Background: an optimization exercise with open tools, aiming at small area and a short achievable clock period. Do not read the settings as production practice. The RTL was checked by simulation tests, not by an equivalence proof against the original design. Power figures rest on the tool's default switching activity, not on a simulated workload.

### design/flow/config.mk
export PLATFORM = sky130hd
export DESIGN_NAME = rob_multi
export DESIGN_NICKNAME = rob_multi
export VERILOG_FILES = /design/flow/design.v
export SDC_FILE = /design/flow/constraint.sdc
export NUM_CORES = 4
export LEC_CHECK = 0
export CAP_MARGIN = 20
export CORE_MARGIN = 2
export CORE_UTILIZATION = 40
export SLEW_MARGIN = 20
export SYNTH_HIERARCHICAL = 1
export SYNTH_MINIMUM_KEEP_SIZE = 0
### design/flow/run.sh
#!/bin/bash
# synth_recipe.tcl (not shown) runs the flow's synth.tcl, then flattens the netlist and writes it again
# the make line also repeats each setting of config.mk as NAME=value (left out here)
make -C /OpenROAD-flow-scripts/flow DESIGN_CONFIG=/design/flow/config.mk WORK_HOME=/design/flow/orfs CLKGATE_MAP_FILE= SYNTH_SCRIPT=/design/flow/synth_recipe.tcl finish
### design/flow/design.v
module rob_multi #(
  parameter int ROB_SIZE  = 8,
  parameter int CDB_PORTS = 2
) (
  input  logic                             clock,
  input  logic                             reset,
  input  logic                             alloc_enable,
  input  logic                             alloc_wr_mem,
  input  logic [4:0]                       alloc_dest_reg,
  input  logic [32-1:0]                 alloc_value_in,
  input  logic                             alloc_value_in_valid,
  input  logic [$clog2(ROB_SIZE)-1:0]      alloc_store_dep,
  input  logic [CDB_PORTS-1:0]             cdb_valid,
  input  logic [CDB_PORTS*$clog2(ROB_SIZE)-1:0] cdb_tag,
  input  logic [CDB_PORTS*32-1:0]       cdb_value,
  input  logic                             commit_enable,
  input  logic                             flush,
  input  logic [$clog2(ROB_SIZE)-1:0]      read_rob_tag,
  output logic [32-1:0]                 read_value,
  output logic                             read_ready,
  input  logic [32-1:0]                 load_address,
  input  logic [$clog2(ROB_SIZE)-1:0]      load_rob_tag,
  output logic                             pending_stores,
  output logic                             fwd_hit,
  output logic [32-1:0]                 fwd_value,
  output logic                             full,
  output logic                             empty,
  output logic [$clog2(ROB_SIZE):0]        count,
  output logic [$clog2(ROB_SIZE)-1:0]      alloc_slot,
  output logic                             head_valid,
  output logic                             head_ready,
  output logic                             head_wr_mem,
  output logic [4:0]                       head_dest_reg,
  output logic [32-1:0]                 head_value,
  output logic [32-1:0]                 head_address,
  output logic [$clog2(ROB_SIZE)-1:0]      head_tag
);
  localparam int N  = 8;
  localparam int TW = 3;
  localparam int XW = 32;
  logic [N-1:0]  valid_q;
  logic [TW-1:0] head_q, tail_q;
  logic [N-1:0]          wr_mem_q, vrdy_q, ardy_q;
  logic [N-1:0][4:0]     dest_q;
  logic [N-1:0][XW-1:0]  value_q;
  logic [N-1:0][XW-1:0]  addr_q;
  logic [TW-1:0] t0, t1;
  logic [XW-1:0] c0, c1;
  assign t0 = cdb_tag[TW-1:0];
  assign t1 = cdb_tag[2*TW-1:TW];
  assign c0 = cdb_value[XW-1:0];
  assign c1 = cdb_value[2*XW-1:XW];
  logic full_w, commit_fire, alloc_fire;
  logic [N-1:0] head_oh, tail_oh;
  assign full_w = &valid_q;
  always_comb begin
    for (int e = 0; e < N; e++) begin
      head_oh[e] = (head_q == TW'(e));
      tail_oh[e] = (tail_q == TW'(e));
    end
  end
  assign head_ready  = |(head_oh & valid_q & vrdy_q & ardy_q);
  assign commit_fire = commit_enable & head_ready;
  assign alloc_fire  = alloc_enable & ~full_w;
  logic b0, b1, byp_hit;
  assign b0 = cdb_valid[0] & (t0 == alloc_store_dep);
  assign b1 = cdb_valid[1] & (t1 == alloc_store_dep);
  assign byp_hit = b0 | b1;
  logic [XW-1:0] a_val;
  always_comb begin
    if (alloc_value_in_valid) a_val = alloc_value_in;
    else if (b1)              a_val = c1;
    else                      a_val = c0;
    if (!alloc_value_in_valid && !byp_hit) a_val[TW-1:0] = alloc_store_dep;
  end
  logic [N-1:0] own0, own1;
  always_comb begin
    for (int e = 0; e < N; e++) begin
      own0[e] = cdb_valid[0] & (t0 == TW'(e));
      own1[e] = cdb_valid[1] & (t1 == TW'(e));
    end
  end
  logic [N-1:0] wt, vs0, vs1, as0, as1, dep0, dep1;
  always_comb begin
    for (int e = 0; e < N; e++) begin
      wt[e]   = tail_oh[e] & ~full_w;
      dep0[e] = cdb_valid[0] & (t0 == value_q[e][TW-1:0]) & ~vrdy_q[e];
      dep1[e] = cdb_valid[1] & (t1 == value_q[e][TW-1:0]) & ~vrdy_q[e];
      vs1[e]  = ~wt[e] & (wr_mem_q[e] ? dep1[e] : own1[e]);
      vs0[e]  = ~wt[e] & ~vs1[e] & (wr_mem_q[e] ? dep0[e] : own0[e]);
      as1[e]  = own1[e];
      as0[e]  = own0[e] & ~own1[e];
    end
  end
  logic [N-1:0]          valid_d, wr_mem_d, vrdy_d, ardy_d;
  logic [N-1:0][4:0]     dest_d;
  logic [N-1:0][XW-1:0]  value_d, addr_d;
  always_comb begin
    for (int e = 0; e < N; e++) begin
      valid_d[e] = flush ? 1'b0 :
                   (valid_q[e] & ~(commit_fire & head_oh[e])) | (alloc_fire & tail_oh[e]);
      wr_mem_d[e] = wt[e] ? alloc_wr_mem : wr_mem_q[e];
      dest_d[e]   = wt[e] ? alloc_dest_reg : dest_q[e];
      vrdy_d[e]   = wt[e] ? (alloc_wr_mem & (alloc_value_in_valid | byp_hit))
                          : (vrdy_q[e] | vs0[e] | vs1[e]);
      ardy_d[e]   = wt[e] ? ~alloc_wr_mem : (ardy_q[e] | own0[e] | own1[e]);
    end
  end
  logic [N-1:0] vhold, ahold;
  assign vhold = ~(wt | vs0 | vs1);
  assign ahold = ~(own0 | own1);
  for (genvar e = 0; e < N; e++) begin : g_ent
    for (genvar b = 0; b < XW; b++) begin : g_bit
      rob_sel4 u_v (.s0(wt[e]), .d0(a_val[b]), .s1(vs1[e]), .d1(c1[b]),
                    .s2(vs0[e]), .d2(c0[b]), .s3(vhold[e]), .d3(value_q[e][b]),
                    .y(value_d[e][b]));
      rob_sel3 u_a (.s0(as1[e]), .d0(c1[b]), .s1(as0[e]), .d1(c0[b]),
                    .s2(ahold[e]), .d2(addr_q[e][b]), .y(addr_d[e][b]));
    end
  end
  always_ff @(posedge clock or negedge reset) begin
    if (!reset) begin
      valid_q <= '0;
      head_q  <= '0;
      tail_q  <= '0;
    end else begin
      valid_q <= valid_d;
      if (flush) begin
        head_q <= '0;
        tail_q <= '0;
      end else begin
        head_q <= head_q + TW'(commit_fire);
        tail_q <= tail_q + TW'(alloc_fire);
      end
    end
  end
  always_ff @(posedge clock) begin
    wr_mem_q <= wr_mem_d;
    vrdy_q   <= vrdy_d;
    ardy_q   <= ardy_d;
    dest_q   <= dest_d;
    value_q  <= value_d;
    addr_q   <= addr_d;
  end
  assign full        = full_w;
  assign empty       = ~|valid_q;
  assign count       = {full_w, tail_q - head_q};
  assign alloc_slot  = tail_q;
  assign head_tag    = head_q;
  assign head_valid  = |(head_oh & valid_q);
  assign head_wr_mem = |(head_oh & valid_q & wr_mem_q);
  logic [XW-1:0][N-1:0] value_t, addr_t;
  logic [4:0][N-1:0]    dest_t;
  always_comb begin
    for (int e = 0; e < N; e++) begin
      for (int b = 0; b < XW; b++) begin
        value_t[b][e] = value_q[e][b];
        addr_t[b][e]  = addr_q[e][b];
      end
      for (int b = 0; b < 5; b++) dest_t[b][e] = dest_q[e][b];
    end
  end
  for (genvar b = 0; b < XW; b++) begin : g_head
    rob_sel8 u_hv (.s(head_oh), .d(value_t[b]), .y(head_value[b]));
    rob_sel8 u_ha (.s(head_oh), .d(addr_t[b]),  .y(head_address[b]));
  end
  for (genvar b = 0; b < 5; b++) begin : g_hdest
    rob_sel8 u_hd (.s(head_oh), .d(dest_t[b]), .y(head_dest_reg[b]));
  end
  logic [N-1:0] rd_oh;
  always_comb begin
    for (int e = 0; e < N; e++) rd_oh[e] = (read_rob_tag == TW'(e));
  end
  for (genvar b = 0; b < XW; b++) begin : g_read
    rob_sel8 u_rv (.s(rd_oh), .d(value_t[b]), .y(read_value[b]));
  end
  assign read_ready = |(rd_oh & valid_q & vrdy_q);
  logic [N-1:0] ge_h, lt_l, match, ev, ev_lo, ev_hi, y_lo, y_hi, ysel;
  logic         h_le_l, any_lo;
  assign h_le_l = (head_q <= load_rob_tag);
  always_comb begin
    for (int e = 0; e < N; e++) begin
      ge_h[e]  = (TW'(e) >= head_q);
      lt_l[e]  = (TW'(e) < load_rob_tag);
      match[e] = (addr_q[e] == load_address);
      ev[e]    = valid_q[e] & wr_mem_q[e] & (~ardy_q[e] | match[e]);
    end
  end
  assign ev_lo = ev & lt_l & (h_le_l ? ge_h : {N{1'b1}});
  assign ev_hi = ev & ge_h & {N{~h_le_l}};
  assign any_lo = |ev_lo;
  always_comb begin
    for (int e = 0; e < N; e++) begin
      y_lo[e] = ev_lo[e];
      y_hi[e] = ev_hi[e];
      for (int j = e + 1; j < N; j++) begin
        y_lo[e] = y_lo[e] & ~ev_lo[j];
        y_hi[e] = y_hi[e] & ~ev_hi[j];
      end
    end
  end
  assign ysel = any_lo ? y_lo : y_hi;
  logic fwd_ok;
  assign fwd_ok = |(ysel & ardy_q & match & vrdy_q);
  for (genvar b = 0; b < XW; b++) begin : g_fwd
    rob_sel8 u_fv (.s(ysel), .d(value_t[b]), .y(fwd_value[b]));
  end
  assign fwd_hit        = fwd_ok;
  assign pending_stores = (|ev_lo | |ev_hi) & ~fwd_ok;
endmodule
module rob_sel3 (
  input  logic s0, d0, s1, d1, s2, d2,
  output logic y
);
  assign y = (s0 & d0) | (s1 & d1) | (s2 & d2);
endmodule
module rob_sel4 (
  input  logic s0, d0, s1, d1, s2, d2, s3, d3,
  output logic y
);
  assign y = (s0 & d0) | (s1 & d1) | (s2 & d2) | (s3 & d3);
endmodule
module rob_sel8 (
  input  logic [7:0] s,
  input  logic [7:0] d,
  output logic       y
);
  assign y = |(s & d);
endmodule
### design/flow/constraint.sdc
create_clock -name core_clock -period 11.0 [get_ports {clock}]
set_input_delay 2.2000 -clock core_clock [delete_from_list [all_inputs] [get_ports {clock}]]
set_output_delay 2.2000 -clock core_clock [all_outputs]
set_load 0.01 [all_outputs]
==> results.sh, run 1 <==
export IMPL_startpoint_type="primary input"
export IMPL_worstPathRequired_ns=8.80
export IMPL_syn_mean_instance_area_um2=9.17
export IMPL_seqCellArea_um2=12400
export IMPL_p_int_mw=4.92
export IMPL_cts_root_buf="clkbuf_16"
export IMPL_pwr_share_clk=0.308
export IMPL_fin_crit_sh=0.880
export IMPL_swShare=0.359
export IMPL_crit_path_cell_trace="clkdlybuf4s50_1 -> xor2_1 -> nor4_1 -> nand4_1 -> o21ai_0 -> nand4_1 -> nor3_1 -> a31oi_1 -> nor3_2 -> buf_4 -> a22oi_1 -> nand4_1 -> clkdlybuf4s50_1"
export IMPL_cts_tree="built"
export IMPL_fin_crit_ns=9.68
export IMPL_fmaxAchievable_ghz=0.103
export IMPL_dp_hpwl_mm=103
export IMPL_clk_pin_slew_ns=0.06
export IMPL_die_area_um2=83300
export IMPL_yosys_most_used_dff="dfxtp_1"
export IMPL_post_cts_buffers=0
export IMPL_clkLatencyLatePin_ns=0.64
export IMPL_clockBufferDepth=3
export IMPL_hold_buffers=0
export IMPL_gp_congestion=1.02
export IMPL_cts_buffers=69
export IMPL_synth_enable_flop_cells=48
export IMPL_fp_dieH_um=289
export IMPL_drt_initial_drc_count=8492
export IMPL_status="no timing/DRC/antenna violations"
export IMPL_crit_family="simple AND/OR/NAND/NOR gates"
export IMPL_cts_sinks=590
export IMPL_yosysTopAreaCell="dfxtp_1"
export IMPL_gr_total_overflow=0
export IMPL_p_total_mw=7.68
export IMPL_whs_ns=0.532
export IMPL_synth_seq_cells=590
export IMPL_die_w_um=289
export IMPL_slew_headroom=0.113
export IMPL_vias_per_cell=7.42
export IMPL_multi_input_area_um2=19000
export IMPL_grt_use_met1=0.524
export IMPL_grtUsageMet3=0.132
export IMPL_syn_nets=3701
export IMPL_critPathMaxStageDelay_ns=0.72
export IMPL_cp_num_buf_inv=3
export IMPL_initial_utilization=0.403
export IMPL_io_buffer_count=307
export IMPL_synth_top_cell_area_share=0.326
export IMPL_drt_pass1_iterations=15
export IMPL_htreeDepth=3
export IMPL_drc_errors=0
export IMPL_finalMaxSlewViolations=0
export IMPL_worstHoldPathType="flip-flop to flip-flop"
export IMPL_route_vias_total=37600
export IMPL_path_class="primary input to output pin"
export IMPL_path_max_fanout=32
export IMPL_drive_above_1_share=0.0792
export IMPL_nets=4117
export IMPL_powerDensity_nw_per_um2=192
export IMPL_setup_viol=0
export IMPL_top_usage_layer="met2"
export IMPL_antenna_found_initial=5
export IMPL_grt_pass1_vias=35100
export IMPL_fill_cells=7662
export IMPL_use_met2=0.584
export IMPL_io_pins=308
export IMPL_async_flop_share=0.0237
export IMPL_p_sw_mw=2.75
export IMPL_p_leak_nw=16.0
export IMPL_hold_viol_final=0
export IMPL_cts_resized=0
export IMPL_pwr_share_comb=0.257
export IMPL_totalWireLength_mm=177
export IMPL_drt_wirelength_per_cell_um=34.9
export IMPL_seqPwrFrac=0.435
export IMPL_grt_pass1_wl_mm=249
export IMPL_yosysWarnings=7
export IMPL_syn_inst=3535
export IMPL_synth_area_leaders="dfxtp_1, a22oi_1, a222oi_1"
export IMPL_fin_setup_tns_ns=0
export IMPL_grt_usage=0.406
export IMPL_grt_max_degree=66
export IMPL_ir_worst_vdd_mv=0.116
export IMPL_coreArea_um2=80400
export IMPL_synth_area_um2=32400
export IMPL_rsz0062_at_grt="no"
export IMPL_fin_skew_ns=0.0225
export IMPL_yosysSeqAreaShare=0.381
export IMPL_rows=104
export IMPL_cp_arrival_ns=7.48
export IMPL_cp_end_kind="output pin"
export IMPL_maxCapViolCount=0
export IMPL_area_delta_synth_final_pct=23.3
export IMPL_crit_top_cell="nand4_1"
export IMPL_worst_path_max_delay_cell="clkdlybuf4s50_1"
export IMPL_final_antenna_net_count=0
export IMPL_synth_cell_types=78
export IMPL_worst_slew_pin_slew_ns=1.33
[final timing paths]
| kind | to | slack, ns | start | depth (start not counted) |
|---|---|---|---|---|
| worst max-delay path | fwd_value[15] | 1.32 | load_address[31] | 13 |
| worst min-delay path | addr_q[178] | 0.53 | addr_q[178] | 2 |
| worst max register to register | head_q[1] | 6.86 | head_q[2] | 12 |
| worst min register to register | addr_q[178] | 0.53 | addr_q[178] | 2 |
| max in group asynchronous | valid_q[5] | 8.62 | reset | 1 |
| min in group asynchronous | head_q[2] | 1.97 | reset | 1 |
[cell usage after synthesis (all sizes together) (4+ instances only)]
cell type / n
a22oi: 1054
dfxtp: 528
nand2: 336
inv: 294
a222oi: 256
xor2: 186
nand4: 179
xnor2: 128
nor2: 70
nor4: 56
edfxtp: 48
o21ai: 48
buf: 42
mux2i: 35
nand3: 33
a21oi: 28
nor2b: 28
clkbuf: 26
nor3: 21
and2: 15
dfrtp: 14
nor3b: 13
a31oi: 12
and3: 10
ha: 8
and4: 7
o21a: 4
o22ai: 4
[cell usage in the layout, fill, tap and decap left out, types with 14 or more instances in the layout]
| cell type | instances |
|---|---|
| a22oi_1 | 1054 |
| dfxtp_1 | 528 |
| nand2_1 | 336 |
| clkdlybuf4s50_1 | 306 |
| inv_1 | 290 |
| a222oi_1 | 256 |
| xor2_1 | 185 |
| nand4_1 | 179 |
| xnor2_1 | 128 |
| buf_4 | 101 |
| clkbuf_16 | 73 |
| nor4_1 | 55 |
| edfxtp_1 | 48 |
| o21ai_0 | 43 |
| nor2_1 | 39 |
| mux2i_1 | 35 |
| nand3_1 | 33 |
| nor2_4 | 31 |
| a21oi_1 | 25 |
| clkinv_2 | 19 |
| nor2b_1 | 16 |
| dfrtp_1 | 14 |
[metal layers]
layer | up-vias | part of all wire
met5 | - | 0.00028
met4 | 4 | 0.075
met3 | 918 | 0.16
met2 | 3671 | 0.41
met1 | 17800 | 0.36
li1 | 15200 | -
[logic make-up after synthesis]
group,Yosys count,share of synthesized area
flops,590,0.381
mux,39,0.0125
xor+xnor,314,0.0851
buf+inv,362,0.0482
fa+ha+maj,9,0.00371
compound gates,1436,0.349
simple gates,785,0.120
[per-module statistics from Yosys, one instance, submodules excluded]
module	times used	area, µm²	flip-flops and latches
rob_multi	1	19300	590
rob_sel4	256	18.8	0
rob_sel8	133	36.3	0
rob_sel3	256	13.8	0
[power by group through the flow]
stage	Sequential, mW	Clock, mW	Combinational, mW
detailed placement	3.34	0	1.89
global placement	3.35	0	1.87
floorplan	3.15	0	1.12
finish	3.34	2.36	1.97
CTS	3.30	2.36	1.90
global route	3.39	2.45	2.09
[sequential cells by signal (all words and copies together), names as in the netlist]
signal    flops
wr_mem_q      8
ardy_q        8
vrdy_q        8
dest_q       40
addr_q      256
head_q        3
value_q     256
tail_q        3
valid_q       8
[worst register-to-register path: stages, from the launching register on]
cell	delay, ns
dfrtp_1	0.77
nand3_1	0.31
clkinv_2	0.49
buf_4	0.92
nand4_1	0.19
nand3_1	0.19
a311oi_1	0.07
o211ai_1	0.18
nand2_1	0.27
inv_1	0.11
ha_1	0.15
ha_1	0.22
nor2b_1	0.12
[metrics by stage]
stage / util / setup WS, ns / area, µm² / std cells
CTS: 0.496 / 1.75 / 39900 / 5062
global route: 0.497 / 1.27 / 40000 / 5068
floorplan: - / 1.61 / 32400 / 3535
detailed placement: 0.468 / 1.78 / 37600 / 4937
global placement: 0.467 / 1.78 / 37600 / 4934
finish: 0.497 / 1.32 / 40000 / 5070
[layout make-up]
class	count	share of cell area
clock buffers	98	0.0513
diodes	5	0.000313
flip-flops and latches	590	0.309
repair buffers	413	0.0979
multi-input cells	2583	0.475
well taps	1060	0.0332
clock inverters	27	0.00557
inverters	294	0.0277
==> run 2, diff against run 1 <==
--- a/design/flow/design.v
+++ b/design/flow/design.v
@@ -176,36 +176,113 @@
   end
   assign read_ready = |(rd_oh & valid_q & vrdy_q);
-  logic [N-1:0] ge_h, lt_l, match, ev, ev_lo, ev_hi, y_lo, y_hi, ysel;
-  logic         h_le_l, any_lo;
-  assign h_le_l = (head_q <= load_rob_tag);
-  always_comb begin
-    for (int e = 0; e < N; e++) begin
-      ge_h[e]  = (TW'(e) >= head_q);
-      lt_l[e]  = (TW'(e) < load_rob_tag);
-      match[e] = (addr_q[e] == load_address);
-      ev[e]    = valid_q[e] & wr_mem_q[e] & (~ardy_q[e] | match[e]);
-    end
-  end
-  assign ev_lo = ev & lt_l & (h_le_l ? ge_h : {N{1'b1}});
-  assign ev_hi = ev & ge_h & {N{~h_le_l}};
-  assign any_lo = |ev_lo;
-  always_comb begin
-    for (int e = 0; e < N; e++) begin
-      y_lo[e] = ev_lo[e];
-      y_hi[e] = ev_hi[e];
-      for (int j = e + 1; j < N; j++) begin
-        y_lo[e] = y_lo[e] & ~ev_lo[j];
-        y_hi[e] = y_hi[e] & ~ev_hi[j];
+  logic [N-1:0] lt_l, le_l, ge_h, inwin, st_a, st_u, unk_y, okw, m0, m1, nmc, msel;
+  logic [N-1:0][N-1:0] yng;
+  logic h_le_l, any_unk;
+  always_comb begin
+    for (int e = 0; e < N; e++) begin
+      lt_l[e] = (TW'(e) < load_rob_tag);
+      le_l[e] = (TW'(e) <= load_rob_tag);
+      ge_h[e] = (TW'(e) >= head_q);
+      st_a[e] = valid_q[e] & wr_mem_q[e] & ardy_q[e];
+      st_u[e] = valid_q[e] & wr_mem_q[e] & ~ardy_q[e];
+    end
+    h_le_l = |(head_oh & le_l);
+    for (int e = 0; e < N; e++)
+      inwin[e] = h_le_l ? (ge_h[e] & lt_l[e]) : (ge_h[e] | lt_l[e]);
+    for (int e = 0; e < N; e++)
+      for (int j = 0; j < N; j++)
+        yng[e][j] = (j > e) ? (~lt_l[e] | lt_l[j]) : (~lt_l[e] & lt_l[j] & (j != e));
+    for (int e = 0; e < N; e++) begin
+      unk_y[e] = |(st_u & yng[e]);
+      okw[e]   = inwin[e] & vrdy_q[e] & ~unk_y[e];
+    end
+    any_unk = |(st_u & inwin);
+  end
+  for (genvar e = 0; e < N; e++) begin : g_cmp
+    logic [XW-1:0] x;
+    logic [7:0]    g;
+    for (genvar b = 0; b < XW; b++) begin : g_x
+      rob_xnor2 u_x (.a(addr_q[e][b]), .b(load_address[b]), .y(x[b]));
+    end
+    for (genvar k = 0; k < 8; k++) begin : g_g
+      rob_nand4 u_g (.a(x[4*k]), .b(x[4*k+1]), .c(x[4*k+2]), .d(x[4*k+3]), .y(g[k]));
+    end
+    rob_nor4 u_m0 (.a(g[0]), .b(g[1]), .c(g[2]), .d(g[3]), .y(m0[e]));
+    rob_nor4 u_m1 (.a(g[4]), .b(g[5]), .c(g[6]), .d(g[7]), .y(m1[e]));
+    rob_nand3 u_nmc (.a(m0[e]), .b(m1[e]), .c(st_a[e]), .y(nmc[e]));
+  end
+  logic [3:0][N-1:0] msel_q;
+  for (genvar e = 0; e < N; e++) begin : g_pri
+    logic [N-2:0] n;
+    for (genvar j = 0; j < N; j++) begin : g_j
+      if (j != e) begin : g_n
+        rob_nand4 u_n (.a(m0[j]), .b(m1[j]), .c(st_a[j]), .d(yng[e][j]),
+                       .y(n[j < e ? j : j - 1]));
       end
     end
-  end
-  assign ysel = any_lo ? y_lo : y_hi;
-  logic fwd_ok;
-  assign fwd_ok = |(ysel & ardy_q & match & vrdy_q);
+    logic na, nb;
+    rob_nand4 u_a (.a(n[0]), .b(n[1]), .c(n[2]), .d(n[3]), .y(na));
+    rob_nand3 u_b (.a(n[4]), .b(n[5]), .c(n[6]), .y(nb));
+    for (genvar c = 0; c < 4; c++) begin : g_c
+      rob_nor3 u_s (.a(na), .b(nb), .c(nmc[e]), .y(msel_q[c][e]));
+    end
+    assign msel[e] = msel_q[0][e];
+  end
+  logic fwd_ok, mc_w;
+  assign fwd_ok = |(msel & okw);
+  assign mc_w   = |(msel & inwin);
   for (genvar b = 0; b < XW; b++) begin : g_fwd
-    rob_sel8 u_fv (.s(ysel), .d(value_t[b]), .y(fwd_value[b]));
+    rob_sel8 u_fv (.s(msel_q[b / 8]), .d(value_t[b]), .y(fwd_value[b]));
   end
   assign fwd_hit        = fwd_ok;
-  assign pending_stores = (|ev_lo | |ev_hi) & ~fwd_ok;
+  assign pending_stores = (any_unk | mc_w) & ~fwd_ok;
+endmodule
+module rob_xnor2 (
+  input  logic a, b,
+  output logic y
+);
+  assign y = ~(a ^ b);
+endmodule
+module rob_nand3 (
+  input  logic a, b, c,
+  output logic y
+);
+  assign y = ~(a & b & c);
+endmodule
+module rob_nand4 (
+  input  logic a, b, c, d,
+  output logic y
+);
+  assign y = ~(a & b & c & d);
+endmodule
+module rob_nor3 (
+  input  logic a, b, c,
+  output logic y
+);
+  assign y = ~(a | b | c);
+endmodule
+module rob_nor4 (
+  input  logic a, b, c, d,
+  output logic y
+);
+  assign y = ~(a | b | c | d);
+endmodule
+module rob_aoi222 (
+  input  logic a0, b0, a1, b1, a2, b2,
+  output logic y
+);
+  assign y = ~((a0 & b0) | (a1 & b1) | (a2 & b2));
+endmodule
+module rob_fin8 (
+  input  logic n0, n1, s6, d6, s7, d7,
+  output logic y
+);
+  assign y = ~(n0 & n1) | (s6 & d6) | (s7 & d7);
+endmodule
+module rob_nand2 (
+  input  logic a, b,
+  output logic y
+);
+  assign y = ~(a & b);
 endmodule
 module rob_sel3 (
@@ -219,5 +296,8 @@
   output logic y
 );
-  assign y = (s0 & d0) | (s1 & d1) | (s2 & d2) | (s3 & d3);
+  logic n012, n3;
+  rob_aoi222 u_a (.a0(s0), .b0(d0), .a1(s1), .b1(d1), .a2(s2), .b2(d2), .y(n012));
+  rob_nand2  u_b (.a(s3), .b(d3), .y(n3));
+  rob_nand2  u_y (.a(n012), .b(n3), .y(y));
 endmodule
 module rob_sel8 (
@@ -226,4 +306,7 @@
   output logic       y
 );
-  assign y = |(s & d);
-endmodule
+  logic n0, n1;
+  rob_aoi222 u_0 (.a0(s[0]), .b0(d[0]), .a1(s[1]), .b1(d[1]), .a2(s[2]), .b2(d[2]), .y(n0));
+  rob_aoi222 u_1 (.a0(s[3]), .b0(d[3]), .a1(s[4]), .b1(d[4]), .a2(s[5]), .b2(d[5]), .y(n1));
+  rob_fin8   u_y (.n0(n0), .n1(n1), .s6(s[6]), .d6(d[6]), .s7(s[7]), .d7(d[7]), .y(y));
+endmodule
==> design/flow/flow/run.sh (new file) <==
#!/bin/bash
# Standard ORFS layout (the standard.sh), with:
# - plain buf_1 cells as the port buffers (the resizer still upsizes them),
# - resizing not held to cell footprints,
# - a clock tree of clkbuf_8 cells over sink clusters of at most 12 registers,
#   without dummy loads.
set -euo pipefail
CTS="-sink_clustering_enable -repair_clock_nets -dont_use_dummy_load -buf_list sky130_fd_sc_hd__clkbuf_8 -sink_clustering_size 12 -sink_clustering_max_diameter 40"
export BUFFER_PORTS_ARGS="-buffer_cell sky130_fd_sc_hd__buf_1"
export MATCH_CELL_FOOTPRINT=0
export CTS_ARGS="$CTS"
bash standard.sh "BUFFER_PORTS_ARGS=$BUFFER_PORTS_ARGS" MATCH_CELL_FOOTPRINT=0 "CTS_ARGS=$CTS" finish > flow_make.log 2>&1
==> design/flow/standard.sh (new file) <==
#!/bin/bash
# synth_recipe.tcl (not shown) runs the flow's synth.tcl, then flattens the netlist and writes it again
# the make line also repeats each setting of config.mk as NAME=value (left out here)
make -C /OpenROAD-flow-scripts/flow DESIGN_CONFIG=/design/flow/config.mk WORK_HOME=/design/flow/orfs CLKGATE_MAP_FILE= SYNTH_SCRIPT=/design/flow/synth_recipe.tcl "${@:-finish}"
--- a/design/flow/config.mk
+++ b/design/flow/config.mk
@@ -8,5 +8,6 @@
 export CAP_MARGIN = 20
 export CORE_MARGIN = 2
-export CORE_UTILIZATION = 40
+export CORE_UTILIZATION = 45
+export SETUP_SLACK_MARGIN = 4
 export SLEW_MARGIN = 20
 export SYNTH_HIERARCHICAL = 1
removed: design/flow/run.sh
==> run 2 against run 1 <==
Against the previous run: sequential share of layout area is 0.41 points lower; sequential cell count stayed put; combinational power is 9% lower; still clean on timing, DRC and antenna; core utilization is 6.8 points higher; register-to-register slack better by 0.02 ns; die area is 10% lower; worst hold slack worse by 0.064 ns; highest routed layer unchanged; fmax is 30% higher; first-iteration DRC count is 23% higher; global-route usage is 4.8 points higher; via count is 3.9% higher; total power is 11% lower.
==> results.sh, run 2 <==
export IMPL_cts_buffers=103
export IMPL_die_w_um=274
export IMPL_fin_crit_ns=7.42
export IMPL_worstHoldPathType="flip-flop to flip-flop"
export IMPL_cts_sinks=590
export IMPL_grt_pass1_wl_mm=252
export IMPL_clockBufferDepth=3
export IMPL_grt_pass1_vias=36800
export IMPL_die_area_um2=74800
export IMPL_fin_crit_sh=0.674
export IMPL_p_sw_mw=2.52
export IMPL_gp_congestion=1.05
export IMPL_synth_common_cells="a222oi_1, nand2_1, dfxtp_1, inv_1, xnor2_1"
export IMPL_pwr_share_comb=0.265
export IMPL_final_antenna_net_count=0
export IMPL_synth_seq_cells=590
export IMPL_drc_errors=0
export IMPL_area_delta_synth_final_pct=23.9
export IMPL_slew_headroom=0.153
export IMPL_path_max_fanout=14
export IMPL_yosysSeqAreaShare=0.378
export IMPL_startpoint_type="primary input"
export IMPL_crit_top_cell="nand4_1"
export IMPL_nets=4316
export IMPL_mostFrequentLayoutCell="a222oi_1"
export IMPL_crit_family="simple AND/OR/NAND/NOR gates"
export IMPL_gr_total_overflow=0
export IMPL_pwr_share_clk=0.248
export IMPL_fin_skew_ns=0.0805
export IMPL_antenna_found_initial=8
export IMPL_rsz0062_at_grt="yes"
export IMPL_fp_dieH_um=274
export IMPL_drt_pass1_iterations=19
export IMPL_worstPathRequired_ns=8.80
export IMPL_synth_top_cell_area_share=0.323
export IMPL_clkLatencyLatePin_ns=0.73
export IMPL_coreArea_um2=71700
export IMPL_cp_num_buf_inv=5
export IMPL_crit_path_cell_trace="buf_12 -> clkinv_8 -> ha_4 -> or3b_4 -> inv_2 -> nor2_2 -> nand4_1 -> nand4_1 -> buf_6 -> nor3_2 -> a222oi_1 -> nand3_1 -> buf_1"
export IMPL_mostFrequentLayoutCells="a222oi_1, nand2_1, dfxtp_1"
export IMPL_drt_initial_drc_count=10400
export IMPL_route_vias_total=39100
export IMPL_synth_area_um2=32700
export IMPL_syn_mean_instance_area_um2=9.17
export IMPL_setup_viol=0
export IMPL_yosysTopAreaCell="dfxtp_1"
export IMPL_dp_hpwl_mm=104
export IMPL_cp_arrival_ns=5.22
export IMPL_reg_largest_list="addr_q (256), value_q (256), dest_q (40)"
export IMPL_path_class="primary input to output pin"
export IMPL_drt_wirelength_per_cell_um=34.8
export IMPL_synth_enable_flop_cells=48
export IMPL_yosysWarnings=7
export IMPL_seqPwrFrac=0.487
export IMPL_hold_buffers=0
export IMPL_fin_setup_tns_ns=0
export IMPL_finalMaxSlewViolations=0
export IMPL_totalWireLength_mm=177
export IMPL_async_flop_share=0.0237
export IMPL_ir_worst_vdd_mv=0.142
export IMPL_hold_viol_final=0
export IMPL_syn_inst=3563
export IMPL_p_int_mw=4.30
export IMPL_synth_cell_types=76
export IMPL_powerDensity_nw_per_um2=168
export IMPL_status="no timing/DRC/antenna violations"
export IMPL_htreeDepth=3
export IMPL_fmaxAchievable_ghz=0.135
export IMPL_pre_cts_slack_ns=2.12
export IMPL_grt_usage=0.454
export IMPL_synth_area_leaders="dfxtp_1, a222oi_1, xnor2_1"
export IMPL_clk_pin_slew_ns=0.05
export IMPL_syn_nets=3734
export IMPL_fill_cells=6685
export IMPL_cp_end_kind="output pin"
export IMPL_cts_tree="built"
export IMPL_fin_util=0.565
export IMPL_fin_ws_ns=3.58
export IMPL_p_leak_nw=16.9
export IMPL_maxCapViolCount=0
export IMPL_vias_per_cell=7.67
export IMPL_rows=98
export IMPL_swShare=0.370
export IMPL_yosysMostFrequentCell="a222oi_1"
export IMPL_critPathMaxStageDelay_ns=0.81
export IMPL_worst_slew_pin_slew_ns=1.27
export IMPL_io_buffer_count=307
export IMPL_cts_root_buf="clkbuf_8"
export IMPL_initial_utilization=0.456
export IMPL_worst_path_max_delay_cell="nor3_2"
export IMPL_drive_above_1_share=0.163
export IMPL_io_pins=308
export IMPL_grt_max_degree=66
export IMPL_yosys_most_used_dff="dfxtp_1"
## run 2: worst reg2reg max path: stages, from the launching register on
cell,delay [ns]
dfrtp_1,1.02
and3b_4,0.78
buf_4,0.78
nand4_1,0.22
o21ai_0,0.11
nor4_1,0.14
nand2b_1,0.32
inv_1,0.11
ha_1,0.14
ha_1,0.21
nor2b_1,0.13
## run 2: layout make-up
| class | instances | area (µm²) | area share |
|---|---|---|---|
| Timing Repair Buffer | 526 | 3450 | 0.0852 |
| Sequential cell | 590 | 12400 | 0.305 |
| Tap cell | 950 | 1190 | 0.0294 |
| Inverter | 312 | 1190 | 0.0295 |
| Multi-Input combinational cell | 2612 | 20900 | 0.515 |
| Antenna cell | 6 | 15.0 | 0.000371 |
| Clock buffer | 103 | 1420 | 0.0350 |
## run 2: power by group through the flow
stage | clock, mW | sequential, mW | combinational (mW)
2_1_floorplan | 0 | 3.13 | 1.08
3_3_place_gp | 0 | 3.29 | 1.60
3_5_place_dp | 0 | 3.29 | 1.62
4_1_cts | 1.68 | 3.27 | 1.70
5_1_grt | 1.78 | 3.37 | 1.93
6_report | 1.69 | 3.32 | 1.80
## run 2: worst paths after layout
kind	to	cells after the start	slack, ns	start
setup reg to reg	head_q[1]	10	6.88	head_q[1]
hold / removal	value_q[222]	2	0.47	value_q[222]
min in group asynchronous	tail_q[1]	1	1.57	reset
max in group asynchronous	head_q[2]	1	8.85	reset
hold reg to reg	value_q[222]	2	0.47	value_q[222]
setup / recovery	fwd_value[30]	13	3.58	load_rob_tag[2]
## run 2: stage by stage
step                hold WS, ns  total power [mW]  instances  instance area (µm²)
finish                    0.468              6.82       5099                40500
global route              0.483              7.08       5096                40500
floorplan                 0.442              4.21       3563                32700
detailed placement        0.459              4.91       4889                36200
CTS                       0.464              6.65       5078                39700
global placement          0.452              4.89       4887                36100
## run 2: kinds of logic after synthesis
family | after synthesis | share of synthesized area
AOI/OAI and AO/OA | 1082 | 0.302
and+or+nand+nor | 1165 | 0.176
muxes | 37 | 0.0114
xor gates and xnor gates | 314 | 0.0841
DFF | 590 | 0.378
adders and majority gates | 14 | 0.00559
buffers and inverters | 361 | 0.0432
## run 2: per-layer routing
metal / part of all wire / vias to the layer above / global-route usage
li1: - / 16000 / -
met1: 0.36 / 18600 / 0.586
met2: 0.41 / 3725 / 0.657
met3: 0.17 / 844 / 0.148
met4: 0.066 / 8 / 0.271
met5: 0.00024 / - / 0
## run 2: repair_timing
action,in CTS,in global routing
resized for setup,374,104
buffers inserted,86,10
pin swaps,140,66
setup endpoints to repair,34,34
## run 2: per-module statistics from Yosys (local to each module, per instance), a selection
| module | cells | flops+latches | area [µm²] |
|---|---|---|---|
| rob_nor4 | 1 | 0 | 12.5 |
| rob_aoi222 | 1 | 0 | 10.0 |
| rob_nand2 | 1 | 0 | 3.75 |
| rob_nand3 | 1 | 0 | 5.00 |
| rob_sel3 | 2 | 0 | 13.8 |
| rob_xnor2 | 1 | 0 | 8.76 |
| rob_multi | 1303 | 590 | 16700 |
| rob_nor3 | 1 | 0 | 10.0 |
| rob_fin8 | 2 | 0 | 12.5 |
| rob_nand4 | 1 | 0 | 6.26 |

-- separate check: timing with driven ports --
How much do the figures lean on ideal ports? The routed layouts below were timed once more, with nothing changed but the port constraints.
Step 1 sets driving cells, clkbuf_16 on the clock port and buf_2 on the other inputs (assumed; they add their load-dependent delay and slew).
Step 2 moves the port delays by t, midway between the first and last clock arrival at a register: inputs arrive t later, outputs are due t later. That takes back most of the time a late clock gives input paths.
Three values: ideal, step 1, step 2; two values: the first two.
run | shift t [ns] | setup slack, ns | worst setup path after step 2 | slew at the worst register clock pin (ns)
run 1 | 0.691 | 1.325 / 1.294 / 1.294 | input to output | 0.07 / 0.07
run 2 | 0.766 | 3.584 / 3.491 / 3.491 | input to output | 0.08 / 0.08
After both steps setup and hold are still met in every run listed. The setup slack of run 2, which loses most, moves by -0.093 ns with the drivers and by -0.093 ns with both steps.
